From an optimization exercise on the open Yosys and OpenROAD flow, aimed at small area, a short achievable clock period and few clock cycles per item; shortcuts taken in it are not production practice.
The RTL was checked by simulation tests, not by an equivalence proof against the original design.

==> exp/violet <==
// mult_div_unit
module mult_div_unit (
  input  logic        clk,
  input  logic        reset,
  input  logic        md_start,
  input  logic [3:0]  md_op,
  input  logic [31:0] md_rs_data,
  input  logic [31:0] md_rt_data,
  output logic        md_busy,
  output logic [31:0] md_hi,
  output logic [31:0] md_lo
);
==> module mult_div_unit, before the edit <==
module mult_div_unit (
  input  logic        clk,
  input  logic        reset,
  input  logic        md_start,
  input  logic [3:0]  md_op,
  input  logic [31:0] md_rs_data,
  input  logic [31:0] md_rt_data,
  output logic        md_busy,
  output logic [31:0] md_hi,
  output logic [31:0] md_lo
);
  logic        busy_q, first_q;
  logic [3:0]  op_q;
  logic [3:0]  cnt_q;
  logic        sa_q, sb_q;
  logic [35:0] a_q, b_q;
  logic [31:0] hi_q, lo_q;
  logic        is_start;
  logic        sgn, sub, mac, isdiv, last;
  logic [35:0] m_a, d_a, d_b;
  logic [31:0] m_lo, m_hi;
  logic        m_early;
  logic        d_sa, d_sb, d_bz;
  logic [3:0]  d_m;
  logic [2:0]  d_q;
  logic [31:0] q_full, q_neg;
  logic        negq;
  always_comb begin
    is_start = (md_op == MULT) || (md_op == MULTU) ||
               (md_op == DIV)  || (md_op == DIVU);
    is_start = is_start ||
               (md_op == MADD) || (md_op == MADDU) ||
               (md_op == MSUB) || (md_op == MSUBU);
    sgn   = (op_q == MULT) || (op_q == DIV) || (op_q == MADD) || (op_q == MSUB);
    sub   = (op_q == MSUB) || (op_q == MSUBU);
    mac   = (op_q == MADD) || (op_q == MADDU) || sub;
    isdiv = (op_q == DIV) || (op_q == DIVU);
  end
  md_datapath u_dp (
    .first_i (first_q),
    .sgn_i   (sgn),
    .sub_i   (sub),
    .mac_i   (mac),
    .j_i     (cnt_q[0]),
    .sa_q_i  (sa_q),
    .sb_q_i  (sb_q),
    .a_i     (a_q),
    .b_i     (b_q),
    .hi_i    (hi_q),
    .lo_i    (lo_q),
    .m_a_o   (m_a),
    .m_lo_o  (m_lo),
    .m_hi_o  (m_hi),
    .m_early_o (m_early),
    .d_sa_o  (d_sa),
    .d_sb_o  (d_sb),
    .d_bz_o  (d_bz),
    .d_m_o   (d_m),
    .d_a_o   (d_a),
    .d_b_o   (d_b),
    .d_q_o   (d_q)
  );
  always_comb begin
    if (isdiv) last = first_q ? (d_bz || d_m == 4'd1) : (cnt_q == 4'd1);
    else       last = cnt_q[0] || m_early;
    q_full = {(first_q ? 29'd0 : lo_q[28:0]), d_q};
    negq   = d_sa ^ d_sb;
    q_neg[2:0]  = 3'(-d_q);
    q_neg[31:3] = (d_q == 3'd0) ? (~q_full[31:3] + 29'd1) : ~q_full[31:3];
  end
  always_ff @(posedge clk) begin
    if (reset) begin
      busy_q <= 1'b0;
      hi_q   <= '0;
      lo_q   <= '0;
    end else if (!busy_q) begin
      busy_q <= md_start && is_start;
      if (!md_start && md_op == MTHI) hi_q <= md_rs_data;
      if (!md_start && md_op == MTLO) lo_q <= md_rs_data;
    end else if (isdiv) begin
      if (last) busy_q <= 1'b0;
      if (!d_bz || !first_q) begin
        lo_q <= (last && negq) ? q_neg : q_full;
        if (last) hi_q <= d_a[31:0];
      end
    end else begin
      if (last) begin
        busy_q <= 1'b0;
        hi_q   <= m_hi;
      end
      lo_q <= m_lo;
    end
  end
  always_ff @(posedge clk) begin
    if (!busy_q) begin
      op_q    <= md_op;
      a_q     <= {4'b0, md_rs_data};
      b_q     <= {4'b0, md_rt_data};
      first_q <= 1'b1;
      cnt_q   <= '0;
    end else begin
      first_q <= 1'b0;
      if (isdiv) begin
        a_q   <= d_a;
        b_q   <= d_b;
        cnt_q <= first_q ? d_m - 4'd1 : cnt_q - 4'd1;
        if (first_q) begin
          sa_q <= d_sa;
          sb_q <= d_sb;
        end
      end else begin
        a_q   <= m_a;
        cnt_q <= cnt_q + 4'd1;
      end
    end
  end
  assign md_busy = busy_q;
  assign md_hi   = hi_q;
  assign md_lo   = lo_q;
endmodule
Settings: LEC_CHECK=0, ABC_AREA=1, CAP_MARGIN=20, CORE_MARGIN=2, CORE_UTILIZATION=40, SLEW_MARGIN=20; clock period 150.0 ns.
standard.sh (not shown) runs the stock make flow with config.mk's settings and CLKGATE_MAP_FILE= SYNTH_SCRIPT=/design/flow/synth_recipe.tcl, a recipe that flattens the netlist after the stock synthesis.
==> flow/flow/run.sh <==
#!/bin/bash
# Layout flow: the standard flow (standard.sh), in two parts.
#  1. synth and floorplan exactly as standard.sh makes them.
#  2. place, cts, route and finish, with two changes:
#     - the buffers that global placement puts on every input and output
#       port are sky130_fd_sc_hd__buf_2 cells instead of the cell
#       buffer_ports picks by itself (clkdlybuf4s50_1, a slow delay buffer
#       twice the size);
#     - repair_timing (after CTS and after global routing) is asked for a
#       setup margin of 118.5 ns, so that it works on the paths that set
#       the achieved period (150 ns less the setup slack) instead of
#       stopping as soon as the 150 ns clock is met. The SDC is unchanged.
# make's full output goes to flow_make_*.log here; ORFS keeps each step's
# tool log under orfs/logs/.
set -euo pipefail
bash standard.sh synth floorplan > flow_make_1.log 2>&1
export BUFFER_PORTS_ARGS="-buffer_cell sky130_fd_sc_hd__buf_2"
export SETUP_SLACK_MARGIN=118.5
bash standard.sh finish > flow_make_2.log 2>&1
==> inputs of exp/delta, as changes to exp/violet <==
--- a/flow/design.v
+++ b/flow/design.v
@@ -1880,2 +1880,3 @@
   logic [31:0] q_full, q_neg;
+  logic [29:0] q_zc;                
   logic        negq;
@@ -1922,3 +1923,7 @@
     q_neg[2:0]  = 3'(-d_q);
-    q_neg[31:3] = (d_q == 3'd0) ? (~q_full[31:3] + 29'd1) : ~q_full[31:3];
+    q_zc[0] = 1'b1;
+    for (int i = 0; i < 29; i++) begin
+      q_neg[i+3] = ~q_full[i+3] ^ (q_zc[i] && d_q == 3'd0);
+      q_zc[i+1]  = q_zc[i] & ~q_full[i+3];
+    end
   end
--- a/flow/flow/run.sh
+++ b/flow/flow/run.sh
@@ -9,3 +9,3 @@
 #     - repair_timing (after CTS and after global routing) is asked for a
-#       setup margin of 118.5 ns, so that it works on the paths that set
+#       setup margin of 119.5 ns, so that it works on the paths that set
 #       the achieved period (150 ns less the setup slack) instead of
@@ -17,3 +17,3 @@
 export BUFFER_PORTS_ARGS="-buffer_cell sky130_fd_sc_hd__buf_2"
-export SETUP_SLACK_MARGIN=118.5
+export SETUP_SLACK_MARGIN=119.5
 bash standard.sh finish > flow_make_2.log 2>&1
==> notes <==
- Against exp/delta, the non-clock buffer count of exp/violet is lower by 84.
- Of exp/delta and exp/violet, exp/delta has the higher worst setup slack (gap 0.31 ns).
- Between exp/violet and exp/delta, the lower register-to-register slack is in exp/violet (gap 0.52 ns).
- Synthesized cell count: exp/delta is smaller than exp/violet (1.3%).
- Against exp/delta, the cell area of exp/violet is lower by 5.3%.
- Between exp/delta and exp/violet, the lower first-iteration DRC count is in exp/violet (gap about 12%, measured against exp/violet).
- In exp/delta the global-route usage is higher than in exp/violet, by 0.073 points.
==> figures <==
Run status: exp/delta complete, no violations; exp/violet complete, no violations
Weighted congestion at the end of routability-driven global placement: exp/delta 1.04; exp/violet 1.06
Post-synthesis share of cell area spent on and, or, nand and nor gates: exp/delta 16.9%; exp/violet 17.2%
Critical Path AT: exp/delta 31.46 ns; exp/violet 1.42 ns
Normalized max-slew margin: exp/delta 19.8%; exp/violet 18.1%
Share of synthesized cell area in full adder, half adder and majority cells: exp/delta 29.8%; exp/violet 29.7%
Share of the core filled with cells: exp/delta 45.8%; exp/violet 43.3%
FILL cells: exp/delta 8315; exp/violet 8428
Highest cell delay on the worst timing path: exp/delta 0.19 ns; exp/violet 0.71 ns
Worst clock skew on the final layout: exp/delta 0.0167 ns; exp/violet 0.0194 ns
Average wire length per cell after detail routing: exp/delta 27.5 µm; exp/violet 27.6 µm
Multi-input gate count: exp/delta 3294; exp/violet 3345
Compound-gate portion of the synthesized area: exp/delta 19.0%; exp/violet 19.2%
Maximum operating frequency: exp/delta 32.1 MHz; exp/violet 31.8 MHz
Count of clock-net buffers in the final layout: exp/delta 18; exp/violet 22
Global routing usage on met2: exp/delta 55.2%; exp/violet 55.3%
Testbench counts of exp/violet, summed over its fixed seeds: cycles 8,810, ops 3,200.
Testbench counts of exp/delta, summed over its fixed seeds: cycles 8,810, ops 3,200.

* * *

==> inputs of 01-17 <==
mult_div_unit, a different RTL version from the one above (not shown whole).
==> module mult_div_unit, before the edit <==
module mult_div_unit (
  input  logic        clk,
  input  logic        reset,
  input  logic        md_start,
  input  logic [3:0]  md_op,
  input  logic [31:0] md_rs_data,
  input  logic [31:0] md_rt_data,
  output logic        md_busy,
  output logic [31:0] md_hi,
  output logic [31:0] md_lo
);
  logic        busy_q, first_q;
  logic [3:0]  op_q;
  logic [3:0]  cnt_q;
  logic        sa_q, sb_q;
  logic [35:0] a_q, b_q;
  logic [31:0] hi_q, lo_q;
  logic        hsel_q, lsel_q;    
  logic        is_start;
  logic        sgn, sub, mac, isdiv, last;
  logic [35:0] m_a, d_a, d_b;
  logic [31:0] m_lo, m_hi;
  logic        d_sa, d_sb, d_bz;
  logic [3:0]  d_m;
  logic [2:0]  d_q;
  logic [31:0] q_full, q_neg;
  logic        negq;
  always_comb begin
    is_start = (md_op == MULT) || (md_op == MULTU) ||
               (md_op == DIV)  || (md_op == DIVU);
    is_start = is_start ||
               (md_op == MADD) || (md_op == MADDU) ||
               (md_op == MSUB) || (md_op == MSUBU);
    sgn   = (op_q == MULT) || (op_q == DIV) || (op_q == MADD) || (op_q == MSUB);
    sub   = (op_q == MSUB) || (op_q == MSUBU);
    mac   = (op_q == MADD) || (op_q == MADDU) || sub;
    isdiv = (op_q == DIV) || (op_q == DIVU);
  end
  md_datapath u_dp (
    .first_i (first_q),
    .sgn_i   (sgn),
    .sub_i   (sub),
    .mac_i   (mac),
    .j_i     (cnt_q[0]),
    .sa_q_i  (sa_q),
    .sb_q_i  (sb_q),
    .a_i     (a_q),
    .b_i     (b_q),
    .hi_i    (hi_q),
    .lo_i    (lo_q),
    .m_a_o   (m_a),
    .m_lo_o  (m_lo),
    .m_hi_o  (m_hi),
    .d_sa_o  (d_sa),
    .d_sb_o  (d_sb),
    .d_bz_o  (d_bz),
    .d_m_o   (d_m),
    .d_a_o   (d_a),
    .d_b_o   (d_b),
    .d_q_o   (d_q)
  );
  always_comb begin
    if (isdiv) last = first_q ? (d_bz || d_m == 4'd1) : (cnt_q == 4'd1);
    else       last = cnt_q[0];
    q_full = {(first_q ? 29'd0 : lo_q[28:0]), d_q};
    negq   = d_sa ^ d_sb;
    q_neg[2:0]  = 3'(-d_q);
    q_neg[31:3] = (d_q == 3'd0) ? (~q_full[31:3] + 29'd1) : ~q_full[31:3];
  end
  always_ff @(posedge clk) begin
    if (reset) begin
      busy_q <= 1'b0;
      hi_q   <= '0;
      lo_q   <= '0;
      hsel_q <= 1'b0;
      lsel_q <= 1'b0;
    end else if (!busy_q) begin
      busy_q <= md_start && is_start;
      hsel_q <= !md_start && md_op == MTHI;
      lsel_q <= !md_start && md_op == MTLO;
      if (hsel_q) hi_q <= a_q[31:0];
      if (lsel_q) lo_q <= a_q[31:0];
    end else if (isdiv) begin
      if (last) busy_q <= 1'b0;
      if (!d_bz || !first_q) begin
        lo_q <= (last && negq) ? q_neg : q_full;
        if (last) hi_q <= d_a[31:0];
      end
    end else begin
      if (last) begin
        busy_q <= 1'b0;
        hi_q   <= m_hi;
      end
      lo_q <= m_lo;
    end
  end
  always_ff @(posedge clk) begin
    if (!busy_q) begin
      op_q    <= md_op;
      a_q     <= {4'b0, md_rs_data};
      b_q     <= {4'b0, md_rt_data};
      first_q <= 1'b1;
      cnt_q   <= '0;
    end else begin
      first_q <= 1'b0;
      if (isdiv) begin
        a_q   <= d_a;
        b_q   <= d_b;
        cnt_q <= first_q ? d_m - 4'd1 : cnt_q - 4'd1;
        if (first_q) begin
          sa_q <= d_sa;
          sb_q <= d_sb;
        end
      end else begin
        a_q   <= m_a;
        cnt_q <= cnt_q + 4'd1;
      end
    end
  end
  assign md_busy = busy_q;
  assign md_hi   = hsel_q ? a_q[31:0] : hi_q;
  assign md_lo   = lsel_q ? a_q[31:0] : lo_q;
endmodule
clock: 150.0 ns
lec_check: 0
abc_area: 1
cap_margin: 20
core_margin: 2
core_utilization: 40
cts_buf_list: sky130_fd_sc_hd__clkbuf_4 sky130_fd_sc_hd__clkbuf_8
slew_margin: 20
run.sh (not shown) runs the stock make flow with config.mk's settings and CLKGATE_MAP_FILE= SYNTH_SCRIPT=/design/flow/synth_recipe.tcl, a recipe that flattens the netlist after the stock synthesis.
Stock flow here: none of the scripts above is used.
==> 10-05: changes against 01-17 <==
--- a/flow/design.v
+++ b/flow/design.v
@@ -1771,3 +1771,2 @@
   logic [31:0] hi_q, lo_q;
-  logic        hsel_q, lsel_q;    
   logic        is_start;
@@ -1828,10 +1827,6 @@
       lo_q   <= '0;
-      hsel_q <= 1'b0;
-      lsel_q <= 1'b0;
     end else if (!busy_q) begin
       busy_q <= md_start && is_start;
-      hsel_q <= !md_start && md_op == MTHI;
-      lsel_q <= !md_start && md_op == MTLO;
-      if (hsel_q) hi_q <= a_q[31:0];
-      if (lsel_q) lo_q <= a_q[31:0];
+      if (!md_start && md_op == MTHI) hi_q <= md_rs_data;
+      if (!md_start && md_op == MTLO) lo_q <= md_rs_data;
     end else if (isdiv) begin
@@ -1874,4 +1869,4 @@
   assign md_busy = busy_q;
-  assign md_hi   = hsel_q ? a_q[31:0] : hi_q;
-  assign md_lo   = lsel_q ? a_q[31:0] : lo_q;
+  assign md_hi   = hi_q;
+  assign md_lo   = lo_q;
 endmodule
--- a/flow/config.mk
+++ b/flow/config.mk
@@ -7,3 +7,2 @@
 export LEC_CHECK = 0
-export ABC_AREA = 1
 export CAP_MARGIN = 20
@@ -11,3 +10,2 @@
 export CORE_UTILIZATION = 40
-export CTS_BUF_LIST = sky130_fd_sc_hd__clkbuf_4 sky130_fd_sc_hd__clkbuf_8
 export SLEW_MARGIN = 20
==> impl_metrics.yaml <==
worst_setup_path:
  critical_path.top_delay_family: "compound AO/OA/AOI/OAI gates"
  timing.reg2reg.setup_slack_ns: 123.88
  cpMaxStageDelayCell: "sky130_fd_sc_hd__a21oi_1"
synth:
  post_synth_num_cell_types: 117
  synth_top_cells_by_count: "408 x sky130_fd_sc_hd__inv_1, 368 x sky130_fd_sc_hd__xnor2_1, 352 x sky130_fd_sc_hd__fa_1"
layout:
  final_core_utilization_pct: 43.6
placed_design:
  detailedPlace.worstSlack_ns: 117.00
outcome:
  outcome: "no timing/DRC/antenna violations"
(the above is from 10-05)
==> impl_metrics.yaml <==
outcome:
  outcome: "no timing/DRC/antenna violations"
worst_setup_path:
  timing.reg2reg.setup_slack_ns: 124.85
  cpMaxStageDelayCell: "sky130_fd_sc_hd__dfxtp_2"
global_route:
  grt_first_pass_wirelength_um: 212000
  maximum_number_of_pins_on_one_net_before_global_route_repair: 78
synth:
  post_synth_num_cell_types: 58
  synth_top_cells_by_count: "889 x sky130_fd_sc_hd__nand2_1, 707 x sky130_fd_sc_hd__inv_1, 437 x sky130_fd_sc_hd__xor2_1"
  post_synth_main_area_contributors: "sky130_fd_sc_hd__fa_1 21%, sky130_fd_sc_hd__xor2_1 11%, sky130_fd_sc_hd__nand2_1 9.9%"
drt:
  num_vias: 34400
  routed_wire_per_std_cell_um: 23.8
floorplanning:
  initial_core_util_pct: 40.4
placed_design:
  detailedPlace.worstSlack_ns: 117.91
layout:
  final_core_utilization_pct: 44.2
(the above is from 01-17)
Testbench counts of 01-17, summed over its fixed seeds: cycles 9,480, ops 3,200.
Testbench counts of 10-05, summed over its fixed seeds: cycles 9,480, ops 3,200.

-- what the ideal ports hide --
The results above use ideal ports. As a check the final layouts listed here were re-extracted and re-timed, cells and wires unchanged. Step 1, drivers: a clkbuf_16 drives clk and a buf_2 each remaining input, both assumed. Step 2, shift: input delay + t, output delay - t, t = (earliest + latest rising clock arrival at the registers) / 2. This alone moves slack from input paths to output paths. Three values: ideal ports, drivers, drivers and shift; two values: the first two.
run | t, ns | slack for setup (ns) | worst slew at a driven data input, ns | pins driven straight from the clock port
exp/violet | 0.518 | 118.580 / 118.527 / 118.132 | 0.04 | 1
exp/delta | 0.522 | 118.888 / 118.868 / 118.383 | 0.08 | 1
01-17 | 0.647 | 117.251 / 117.199 / 117.846 | 0.15 | 1
10-05 | 0.540 | 117.361 / 117.393 / 116.854 | 0.05 | 1
After both steps setup and hold are still met in every run listed. For 10-05, which loses most, drivers alone change the setup slack by +0.032 ns; drivers and shift together by -0.507 ns.
